This is an optimization exercise on Yosys and OpenROAD, whose aim is small area and a short achievable clock period, not a production implementation. Function was not checked in any run shown here: the RTL went through the layout flow alone. No activity file was given, so power comes from the tool's default toggle rates.

## design/flow/config.mk

```make
export PLATFORM = sky130hd
export DESIGN_NAME = sobel_filter
export DESIGN_NICKNAME = sobel_filter
export VERILOG_FILES = /design/flow/design.v
export SDC_FILE = /design/flow/constraint.sdc
export NUM_CORES = 4
export LEC_CHECK = 0
export CAP_MARGIN = 20
export CORE_MARGIN = 2
export CORE_UTILIZATION = 45
export SLEW_MARGIN = 20
```

## design/flow/constraint.sdc

```tcl
create_clock -name core_clock -period 5.8 [get_ports {clk}]
set_input_delay 1.1600 -clock core_clock [delete_from_list [all_inputs] [get_ports {clk}]]
set_output_delay 1.1600 -clock core_clock [all_outputs]
set_load 0.01 [all_outputs]
```

## design/flow/design.v

```verilog
module sobel_filter #(
    parameter int IMG_WIDTH  = 128,
    parameter int IMG_HEIGHT = 128
) (
    input  logic       clk,
    input  logic       rst,
    input  logic [7:0] pixel_data,
    output logic [7:0] edge_pixel,
    output logic       edge_valid
);
    localparam int W    = IMG_WIDTH;
    localparam int FULL = 2 * IMG_WIDTH + 2;
    localparam int CW   = $clog2(FULL + 1);
    localparam int L    = 2 * W - 1;
    generate
        if (IMG_WIDTH < 8 || IMG_WIDTH > 1024 || IMG_HEIGHT < 1) begin : g_bad_param
            $error("sobel_filter: IMG_WIDTH must be 8..1024 and IMG_HEIGHT positive");
        end
    endgenerate
    logic [7:0] sr [L];
    always_ff @(posedge clk) begin
        sr[0] <= pixel_data;
        for (int k = 1; k < L; k++) sr[k] <= sr[k-1];
    end
    logic [7:0] m2_q, m0_q, t0_q, t1_q, t2_q;
    assign m2_q = sr[W - 4];
    assign m0_q = sr[W - 2];
    assign t2_q = sr[2*W - 4];
    assign t1_q = sr[2*W - 3];
    assign t0_q = sr[2*W - 2];
    logic signed [9:0] q1_a;    
    logic        [8:0] q1_b;    
    logic        [8:0] q1_c;    
    logic signed [9:0] q1_e;    
    always_ff @(posedge clk) begin
        q1_a <= $signed({2'b00, m0_q}) - $signed({2'b00, m2_q});
        q1_b <= {1'b0, t0_q} + {1'b0, t1_q};
        q1_c <= {1'b0, t1_q} + {1'b0, t2_q};
        q1_e <= $signed({2'b00, t0_q}) - $signed({2'b00, t2_q});
    end
    logic        [9:0]  q2_tsum;   
    logic signed [11:0] q2_y;      
    logic signed [11:0] q2_r;      
    logic signed [11:0] q2_qn;     
    always_ff @(posedge clk) begin
        q2_tsum <= {1'b0, q1_b} + {1'b0, q1_c};
        q2_y    <= 12'(q1_e) + (12'(q1_a) <<< 1);
        q2_r    <= $signed({3'b000, q1_c}) - 12'(q1_a);
        q2_qn   <= 12'(q1_a) + $signed({3'b000, q1_b});
    end
    logic [7:0] b0;
    assign b0 = sr[0];
    function automatic logic signed [11:0] clampv(input logic signed [11:0] v,
                                                  input int lo, input int hi);
        if (v < 12'(lo))      clampv = 12'(lo);
        else if (v > 12'(hi)) clampv = 12'(hi);
        else                  clampv = v;
    endfunction
    logic signed [11:0] p_x0_w, p_y_w, p_r_w, p_c1_w, p_c2_w;
    always_comb begin
        p_x0_w = $signed({2'b00, q2_tsum}) - $signed({4'b0000, b0});      
        p_y_w  = q2_y + $signed({4'b0000, b0});                           
        p_r_w  = q2_r - $signed({4'b0000, b0});                           
        p_c1_w = q2_qn + 12'sd128;                                        
        p_c2_w = q2_qn - 12'sd127;                                        
    end
    logic signed [10:0] p_x0;    
    logic        [8:0]  p_k2;    
    logic signed [9:0]  p_r;     
    logic signed [9:0]  p_c1;    
    logic signed [9:0]  p_c2;    
    logic        [6:0]  p_qn;    
    always_ff @(posedge clk) begin
        p_x0 <= 11'(clampv(p_x0_w, -1, 766));
        p_k2 <= 9'(clampv(p_y_w, 0, 256));
        p_r  <= 10'(clampv(p_r_w, -128, 383));
        p_c1 <= 10'(clampv(p_c1_w, -1, 511));
        p_c2 <= 10'(clampv(p_c2_w, -1, 511));
        p_qn <= q2_qn[6:0];
    end
    logic [7:0] b1;
    assign b1 = sr[0];
    logic signed [11:0] t_khi_w, t_klo_w, t_k1_w, t_d_w;
    always_comb begin
        t_khi_w = 12'(p_c1) - $signed({4'b0000, b1});
        t_klo_w = 12'(p_c2) - $signed({4'b0000, b1});
        t_k1_w  = 12'(p_x0) - $signed({3'b000, b1, 1'b0});
        t_d_w   = 12'(p_r)  - $signed({4'b0000, b1});
    end
    logic [8:0] t_khi, t_klo, t_k1, t_k2;
    logic       t_dflag;
    logic [6:0] t_dl, t_sp, t_sn;
    always_ff @(posedge clk) begin
        t_khi   <= 9'(clampv(t_khi_w, 0, 256));
        t_klo   <= 9'(clampv(t_klo_w, 0, 256));
        t_k1    <= 9'(clampv(t_k1_w, 0, 256));
        t_k2    <= p_k2;
        t_dflag <= (t_d_w >= 12'sd128) || (t_d_w <= -12'sd128);
        t_dl    <= t_d_w[11] ? 7'(-t_d_w) : t_d_w[6:0];
        t_sp    <= 7'(b1) - p_qn;             
        t_sn    <= 7'd1 + p_qn - 7'(b1);      
    end
    logic [CW-1:0] pix_cnt;
    logic          win_full;
    always_ff @(posedge clk or negedge rst) begin
        if (!rst) begin
            pix_cnt  <= '0;
            win_full <= 1'b0;
        end else begin
            if (pix_cnt != CW'(FULL)) begin
                pix_cnt <= pix_cnt + 1'b1;
            end
            win_full <= (pix_cnt == CW'(FULL));
        end
    end
    logic [7:0] p;
    assign p = sr[0];
    logic       sat, ge1, ge2, big;
    logic [6:0] vpos, vneg, m7;
    always_comb begin
        sat  = t_dflag || ({1'b0, p} >= t_khi) || ({1'b0, p} < t_klo);
        ge1  = ({1'b0, p} >= t_k1);
        ge2  = ({1'b0, p} >= t_k2);
        big  = (ge1 == ge2);
        vpos = p[6:0] + t_sp;
        vneg = ~p[6:0] + t_sn;
        m7   = big ? (ge1 ? vpos : vneg) : t_dl;
    end
    always_ff @(posedge clk or negedge rst) begin
        if (!rst) begin
            edge_pixel <= '0;
            edge_valid <= 1'b0;
        end else begin
            edge_valid <= win_full;
            edge_pixel <= win_full ? (sat ? 8'hFF : {m7, 1'b0}) : 8'h00;
        end
    end
endmodule
```

## design/flow/run.sh

```bash
#!/bin/bash
# synth_recipe.tcl (not shown) runs the flow's synth.tcl, then flattens the netlist and writes it again
# the make line also repeats each setting of config.mk as NAME=value (left out here)
make -C /OpenROAD-flow-scripts/flow DESIGN_CONFIG=/design/flow/config.mk WORK_HOME=/design/flow/orfs CLKGATE_MAP_FILE= SYNTH_SCRIPT=/design/flow/synth_recipe.tcl finish
```

==> impl_metrics.env, run 1 <==
export IMPL_clock_root_buffer="clkbuf_16"
export IMPL_r2r_slack_ps=2560
export IMPL_min_delay_start="sr[244][0]$_DFF_P_"
export IMPL_cp_top_family="compound AO/OA/AOI/OAI gates"
export IMPL_syn_area_per_cell_um2=15.6
export IMPL_synthTopCellsByCount="dfxtp_1, ha_1, inv_1"
export IMPL_worstReg2RegStart="sr[0][1]$_DFF_P_"
export IMPL_p_comb_share_pct=1.1
export IMPL_htree_levels=4
export IMPL_cts_resized=0
export IMPL_peakVddDrop_mv=0.459
export IMPL_yosysSeqAreaShare_pct=83.9
export IMPL_ios=19
export IMPL_gr_max_usage_layer="met1"
export IMPL_critPathLaunchType="register"
export IMPL_use_met1_pct=16.6
export IMPL_arrival_ps=3860
export IMPL_clkPwrFrac_pct=45.4
export IMPL_grt_overflow_total=0
export IMPL_tritoncts="yes"
export IMPL_finalNetCount=3894
export IMPL_hold_violations=0
export IMPL_seq_area_um2=45200
export IMPL_syn_area_um2=53900
export IMPL_cts_buffers=196
export IMPL_port_buffers=18
export IMPL_syn_to_final_growth_pct=16.9
export IMPL_crit_chain="buf_4 -> inv_1 -> ha_1 -> nor2b_1 -> o31a_1 -> o31ai_2 -> a211oi_1 -> a211oi_4 -> nand2_1 -> a22o_1"
export IMPL_multi_input_area_um2=8040
export IMPL_postCtsSetupRepairBufs=0
export IMPL_cp_slowest_cell="inv_1"
export IMPL_initial_core_util_pct=45.5
export IMPL_via_per_inst=4.15
export IMPL_fillCellCount=9615
export IMPL_ff2ff_path_depth=10
export IMPL_hold_path_class="register to register"
export IMPL_required_ps=6430
export IMPL_grt_max_degree=20
export IMPL_synth_top_cell_area_share_pct=83.0
export IMPL_cts_sinks=2252
export IMPL_grt_pass1_wl_um=114000
export IMPL_rsz0062_at_grt="no"
export IMPL_drive_above_1_share_pct=9.25
export IMPL_antenna_found_initial=0
export IMPL_clk_pin_slew_ps=60
export IMPL_dr_pass1_iters=5
export IMPL_crit_type="register to register"
export IMPL_status="finished clean"
export IMPL_leakage_nw=26.2
export IMPL_rows=126
export IMPL_die_area_um2=122000
export IMPL_cp_slowest_stage_delay_ps=540
export IMPL_use_met2_pct=16.1
export IMPL_r2r_end="p_x0[5]$_SDFF_PP1_"
export IMPL_synth_most_common_cell="dfxtp_1"
export IMPL_cts_buffer_depth=3
export IMPL_avgRoutedWirePerCell_um=12.6
export IMPL_synthDistinctLibCells=80
export IMPL_grt_pass1_vias=22600
export IMPL_drv_slew=0
export IMPL_max_slew_margin_pct=40.5
export IMPL_timing_fmax_ghz=0.309
export IMPL_drv_cap=0
export IMPL_fin_skew_ps=59.6
export IMPL_fin_crit_sh_pct=55.8
export IMPL_synth_seq_cells=2252
export IMPL_drt_iter0_drc=1058
export IMPL_place_gp_congestion=0.790
export IMPL_clock_latency_ps=790
export IMPL_path_buf_inv=2
export IMPL_synth_warnings=2
export IMPL_synthArstFlopShare_pct=0.844
export IMPL_p_int_w=0.0236
export IMPL_use_met3_pct=3.20
export IMPL_pwr_density_cell_nw_per_um2=465
export IMPL_hold_buffers=0
export IMPL_die_y_um=350
export IMPL_netlist_instances=3458
export IMPL_hold_path_depth=0
export IMPL_fin_setup_tns_ps=0
export IMPL_worst_slew_pin_slew_ps=887
export IMPL_ant_nets=0
export IMPL_whs_ps=268
export IMPL_yosysTopAreaCell="dfxtp_1"
export IMPL_cp_max_fo=16
export IMPL_grt_use_total_pct=11.5
export IMPL_end_kind="register"
export IMPL_finalSetupViolations=0
export IMPL_synth_area_top_cells="dfxtp_1, ha_1, xnor2_1, inv_1, a21oi_1"
export IMPL_synth_nets=3680
export IMPL_power_net_switching_w=0.00570
export IMPL_netSwitchingFraction_pct=19.5
export IMPL_drc_errors=0
export IMPL_synth_edf_count=0
export IMPL_ys_flop_type="dfxtp_1"
export IMPL_place_hpwl_um=38700
export IMPL_seqPwrFrac_pct=53.6
export IMPL_wl_um=68100
export IMPL_fin_crit_ps=3240
export IMPL_min_to="sr[245][0]$_DFF_P_"
export IMPL_fp_dieW_um=350
export IMPL_coreArea_um2=118000
export IMPL_vias=22500
per-layer routing:
layer	up-vias	share of wire, %
met4	0	2.7
met5	-	0
met2	287	39
met3	137	4.2
met1	10400	54
li1	11700	-
flip-flops by register name, summed over array words and instances (netlist names), 9 cells and up:
signal   cells
p_k2         9
q1_a         9
sr        2040
q1_c         9
p_c1        10
p_x0        11
t_k2         9
pix_cnt      9
t_k1         9
q2_tsum     10
q1_e         9
t_khi        9
q2_qn       11
q2_r        11
p_c2        10
p_r         10
t_klo        9
q2_y        11
q1_b         9
how the worst max path moves through the flow:
stage                          start                 end  slack (ps)  depth (start not counted)
finish              sr[0][1]$_DFF_P_  p_x0[5]$_SDFF_PP1_        2560                         10
global route        sr[0][1]$_DFF_P_  t_k1[1]$_SDFF_PP0_        2330                         10
CTS                 sr[0][1]$_DFF_P_  p_x0[5]$_SDFF_PP1_        2570                         10
detailed placement  sr[0][1]$_DFF_P_  t_k1[2]$_SDFF_PP0_        2610                         10
global placement    sr[0][1]$_DFF_P_     t_dl[6]$_DFF_P_        2670                         10
floorplan           sr[0][1]$_DFF_P_     t_dl[6]$_DFF_P_        2690                          9
cell type report:
class                           count  area share [%]
Antenna cell                        1         0.00398
Timing Repair Buffer               24           0.358
Tap cell                         1600            3.18
Inverter                          161           0.960
Clock buffer                      279            8.96
Multi-Input combinational cell   1037            12.8
Sequential cell                  2252            71.8
Clock inverter                     75            1.98
cells in the final DEF, fill, tap and decap left out, types with 22 or more instances in the layout:
master	n
a21oi_1	100
bufinv_16	22
clkinv_2	28
nor2_1	96
clkbuf_1	42
inv_1	160
xnor2_1	74
xor2_1	48
ha_1	193
clkbuf_16	197
nor3_1	24
o21ai_0	66
nor2b_1	28
clkbuf_8	40
a21o_1	39
o21a_1	28
dfxtp_1	2233
nand2_1	73
per-stage QoR:
| step | utilization [%] | area, um^2 | power, W | setup slack [ps] | std cells |
|---|---|---|---|---|---|
| 6_report | 53.2 | 62900 | 0.0293 | 2560 | 5429 |
| 5_1_grt | 53.2 | 62900 | 0.0304 | 2330 | 5428 |
| 4_1_cts | 53.2 | 62900 | 0.0297 | 2570 | 5428 |
| 3_5_place_dp | 47.3 | 56000 | 0.0163 | 2610 | 5074 |
| 3_3_place_gp | 47.3 | 56000 | 0.0163 | 2670 | 5074 |
| 2_1_floorplan | - | 53900 | 0.0162 | 2690 | 3458 |
cells by family after synthesis:
| kind of cell | count (synthesis) | synth area share [%] |
|---|---|---|
| flops | 2252 | 83.9 |
| compound gates | 364 | 4.51 |
| simple gates | 334 | 3.14 |
| fa+ha+maj | 213 | 5.21 |
| buf+inv | 169 | 1.18 |
| xor+xnor | 122 | 1.98 |
| mux | 4 | 0.0767 |
power by group through the flow:
stage | sequential (W) | combinational, W | clock [W]
3_3_place_gp | 0.0160 | 0.000307 | 0
3_5_place_dp | 0.0160 | 0.000310 | 0
6_report | 0.0157 | 0.000308 | 0.0133
5_1_grt | 0.0157 | 0.000350 | 0.0144
4_1_cts | 0.0157 | 0.000312 | 0.0137
2_1_floorplan | 0.0160 | 0.000220 | 0
worst register-to-register path: stages (launching register included):
cell and delay, ps:
dfxtp_1 300, buf_4 210, inv_1 560, ha_1 370, nor2b_1 140, o31a_1 280, o31ai_2 350, a211oi_1 180
a211oi_4 390, nand2_1 130, a22o_1 190
==> inputs of run 2 (changes only) <==
--- a/design/flow/config.mk
+++ b/design/flow/config.mk
@@ -5,7 +5,9 @@
 export SDC_FILE = /design/flow/constraint.sdc
 export NUM_CORES = 4
 export LEC_CHECK = 0
+export ABC_CLOCK_PERIOD_IN_PS = 2000
 export CAP_MARGIN = 20
 export CORE_MARGIN = 2
-export CORE_UTILIZATION = 45
+export CORE_UTILIZATION = 60
+export SETUP_SLACK_MARGIN = 3.5
 export SLEW_MARGIN = 20
==> run 2 against run 1 <==
  * Still clean on timing, DRC and antenna
  * Register-to-register slack better by 510 ps
  * Cell area grew 2.2%
  * Clock skew decreased by 16 ps
  * Wire length grew 27%
  * Sequential power about the same
  * Via count is 5.5% higher
  * Critical path type unchanged
  * Largest power group unchanged
  * Highest routed layer unchanged
==> impl_metrics.env, run 2 <==
export IMPL_yosysTopAreaCell="dfxtp_1"
export IMPL_grt_use_total_pct=19.4
export IMPL_seq_area_um2=45200
export IMPL_fillCellCount=5331
export IMPL_dr_pass1_iters=5
export IMPL_hold_violations=0
export IMPL_grt_pass1_vias=26000
export IMPL_hold_path_depth=0
export IMPL_leakage_nw=26.8
export IMPL_initial_core_util_pct=60.7
export IMPL_die_area_um2=92200
export IMPL_fin_crit_sh_pct=47.1
export IMPL_ios=19
export IMPL_clock_latency_ps=760
export IMPL_synth_edf_count=0
export IMPL_status="finished clean"
export IMPL_final_common_cell="dfxtp_1"
export IMPL_netlist_instances=3458
export IMPL_syn_area_per_cell_um2=15.6
export IMPL_layout_common_cells="dfxtp_1, clkbuf_16, ha_1"
export IMPL_drive_above_1_share_pct=16.9
export IMPL_synth_top_cell_area_share_pct=83.0
export IMPL_port_buffers=18
export IMPL_worstReg2RegStart="sr[0][0]$_DFF_P_"
export IMPL_grt_overflow_total=0
export IMPL_cts_buffers=191
export IMPL_htree_levels=4
export IMPL_syn_area_um2=53900
export IMPL_tritoncts="yes"
export IMPL_ys_flop_type="dfxtp_1"
export IMPL_n_antenna_cell=0
export IMPL_syn_to_final_growth_pct=19.5
export IMPL_post_dp_cell_area_um2=55600
export IMPL_worst_slew_pin_slew_ps=817
export IMPL_critPathLaunchType="register"
export IMPL_multi_input_area_um2=9300
export IMPL_hold_buffers=0
export IMPL_timing_fmax_ghz=0.366
export IMPL_min_delay_start="sr[199][2]$_DFF_P_"
export IMPL_synthDistinctLibCells=80
export IMPL_fp_dieW_um=304
export IMPL_avgRoutedWirePerCell_um=17.0
export IMPL_drv_slew=0
export IMPL_cts_buffer_depth=3
export IMPL_rows=109
export IMPL_coreArea_um2=88600
export IMPL_max_slew_margin_pct=45.4
export IMPL_r2r_slack_ps=3070
export IMPL_vias=23800
export IMPL_finalSetupViolations=0
export IMPL_grt_pass1_wl_um=139000
export IMPL_crit_type="register to register"
export IMPL_fin_crit_ps=2730
export IMPL_rsz0062_at_grt="yes"
export IMPL_finalNetCount=3988
export IMPL_cts_sinks=2252
export IMPL_place_hpwl_um=43100
export IMPL_r2r_end="p_r[3]$_SDFF_PP0_"
export IMPL_synth_warnings=2
export IMPL_arrival_ps=3370
export IMPL_synth_most_common_cell="dfxtp_1"
export IMPL_synth_seq_cells=2252
export IMPL_synth_area_top_cells="dfxtp_1, ha_1, xnor2_1, inv_1, a21oi_1"
export IMPL_yosysSeqAreaShare_pct=83.9
export IMPL_drt_iter0_drc=1127
export IMPL_synthTopCellsByCount="dfxtp_1, ha_1, inv_1"
export IMPL_pwr_density_cell_nw_per_um2=452
export IMPL_grt_max_degree=20
export IMPL_fin_skew_ps=43.8
export IMPL_synthArstFlopShare_pct=0.844
export IMPL_wl_um=86400
export IMPL_place_gp_congestion=0.837
export IMPL_cp_max_fo=5
export IMPL_largest_register="sr"
export IMPL_fin_setup_tns_ps=0
export IMPL_startpoint="sr[0][0]$_DFF_P_"
export IMPL_end_kind="register"
export IMPL_via_per_inst=4.67
export IMPL_antenna_found_initial=4
export IMPL_hold_path_class="register to register"
export IMPL_drv_cap=0
export IMPL_largest_reg_flops=2040
export IMPL_die_y_um=304
export IMPL_ff2ff_path_depth=11
export IMPL_ant_nets=0
export IMPL_required_ps=6440
export IMPL_min_to="sr[200][2]$_DFF_P_"
export IMPL_final_cell_area_um2=64300
export IMPL_synth_nets=3680
export IMPL_peakVddDrop_mv=0.434
export IMPL_clk_pin_slew_ps=60
export IMPL_clock_root_buffer="clkbuf_16"
export IMPL_drc_errors=0
==> run 2: report_power, final <==
part	leakage (nW)	internal [W]	switching (W)
clock network	3.25	0.00742	0.00552
logic	5.16	0.000223	0.000248
registers	18.4	0.0156	0.0000691
==> run 2: worst max path at each step <==
stage,slack (ps),to,cells after the start
after floorplan,3130,t_dl[6]$_DFF_P_,9
final,3070,p_r[3]$_SDFF_PP0_,11
after global placement,2460,t_khi[1]$_SDFF_PP0_,9
after detailed placement,2400,t_k1[1]$_SDFF_PP0_,8
after CTS,3160,t_klo[2]$_SDFF_PP0_,10
after global routing,2960,p_x0[0]$_SDFF_PP1_,13
==> run 2: kinds of logic after synthesis <==
family | synth area share [%]
multiplexers | 0.0767
AND/OR/NAND/NOR | 3.14
AO/OA/AOI/OAI | 4.51
adder cells (fa/ha/maj) | 5.21
buffers and inverters | 1.18
XOR/XNOR | 1.98
flip-flops | 83.9
==> run 2: through the flow <==
step / setup WS (ps) / hold WS [ps] / total power, W / utilization [%] / std cells
after global placement: 2460 / 310 / 0.0164 / 62.7 / 4633
after floorplan: 3130 / 310 / 0.0162 / - / 3458
final: 3070 / 313 / 0.0291 / 72.6 / 5091
after CTS: 3160 / 315 / 0.0294 / 71.9 / 5069
after detailed placement: 2400 / 312 / 0.0164 / 62.7 / 4633
after global routing: 2960 / 314 / 0.0300 / 72.6 / 5091
==> run 2: final cells by class <==
type | count | area share [%]
multi-input combinational | 1037 | 14.5
timing repair buffer | 123 | 1.82
inverter | 161 | 0.998
tap | 1165 | 2.27
sequential | 2252 | 70.3
clock inverter | 72 | 1.25
clock buffer | 281 | 8.95
==> run 2: what timing repair did <==
item,in CTS,in global routing
cloned,1,0
endpoints found under the setup margin,91,100
setup buffers,82,22
pin swaps,98,96
resized for setup,231,93
==> run 2: layer usage <==
metal	global-route usage (%)	up-vias	wire length [um]
li1	-	11900	-
met2	31.7	357	41000
met3	3.89	178	2740
met1	25.7	11300	40400
met4	7.43	0	2250
met5	0	-	0
==> run 2: critical path: stages, from the launching register on <==
cell and delay (ps):
dfxtp_4 380, buf_6 140, ha_4 170, fa_2 360
and2b_1 240, o21ai_2 80, o211a_1 260, or3_4 430
a31o_4 230, o211ai_1 90, buf_4 180, a21oi_2 40

-- what the ideal ports hide --
How much do the figures lean on ideal ports? The routed layouts below were timed once more, with nothing changed but the port constraints.
Step 1 assumes that a clkbuf_16 drives the clock port and a buf_2 every other input.
Step 2 times the ports against the registers' clock, not the clock port: input delays grow and output delays shrink by t, the midpoint of the rising clock arrivals with the driver on.
a / b / c = ideal ports / drivers / drivers and shift; a / b = the first two.
run | t, ns | setup slack, ns | hold WS [ns]
run 1 | 0.823 | 2.562 / 2.562 / 2.562 | 0.268 / 0.268 / 0.268
run 2 | 0.820 | 3.068 / 3.068 / 3.068 | 0.313 / 0.313 / 0.313
After both steps every run listed still meets setup and hold.
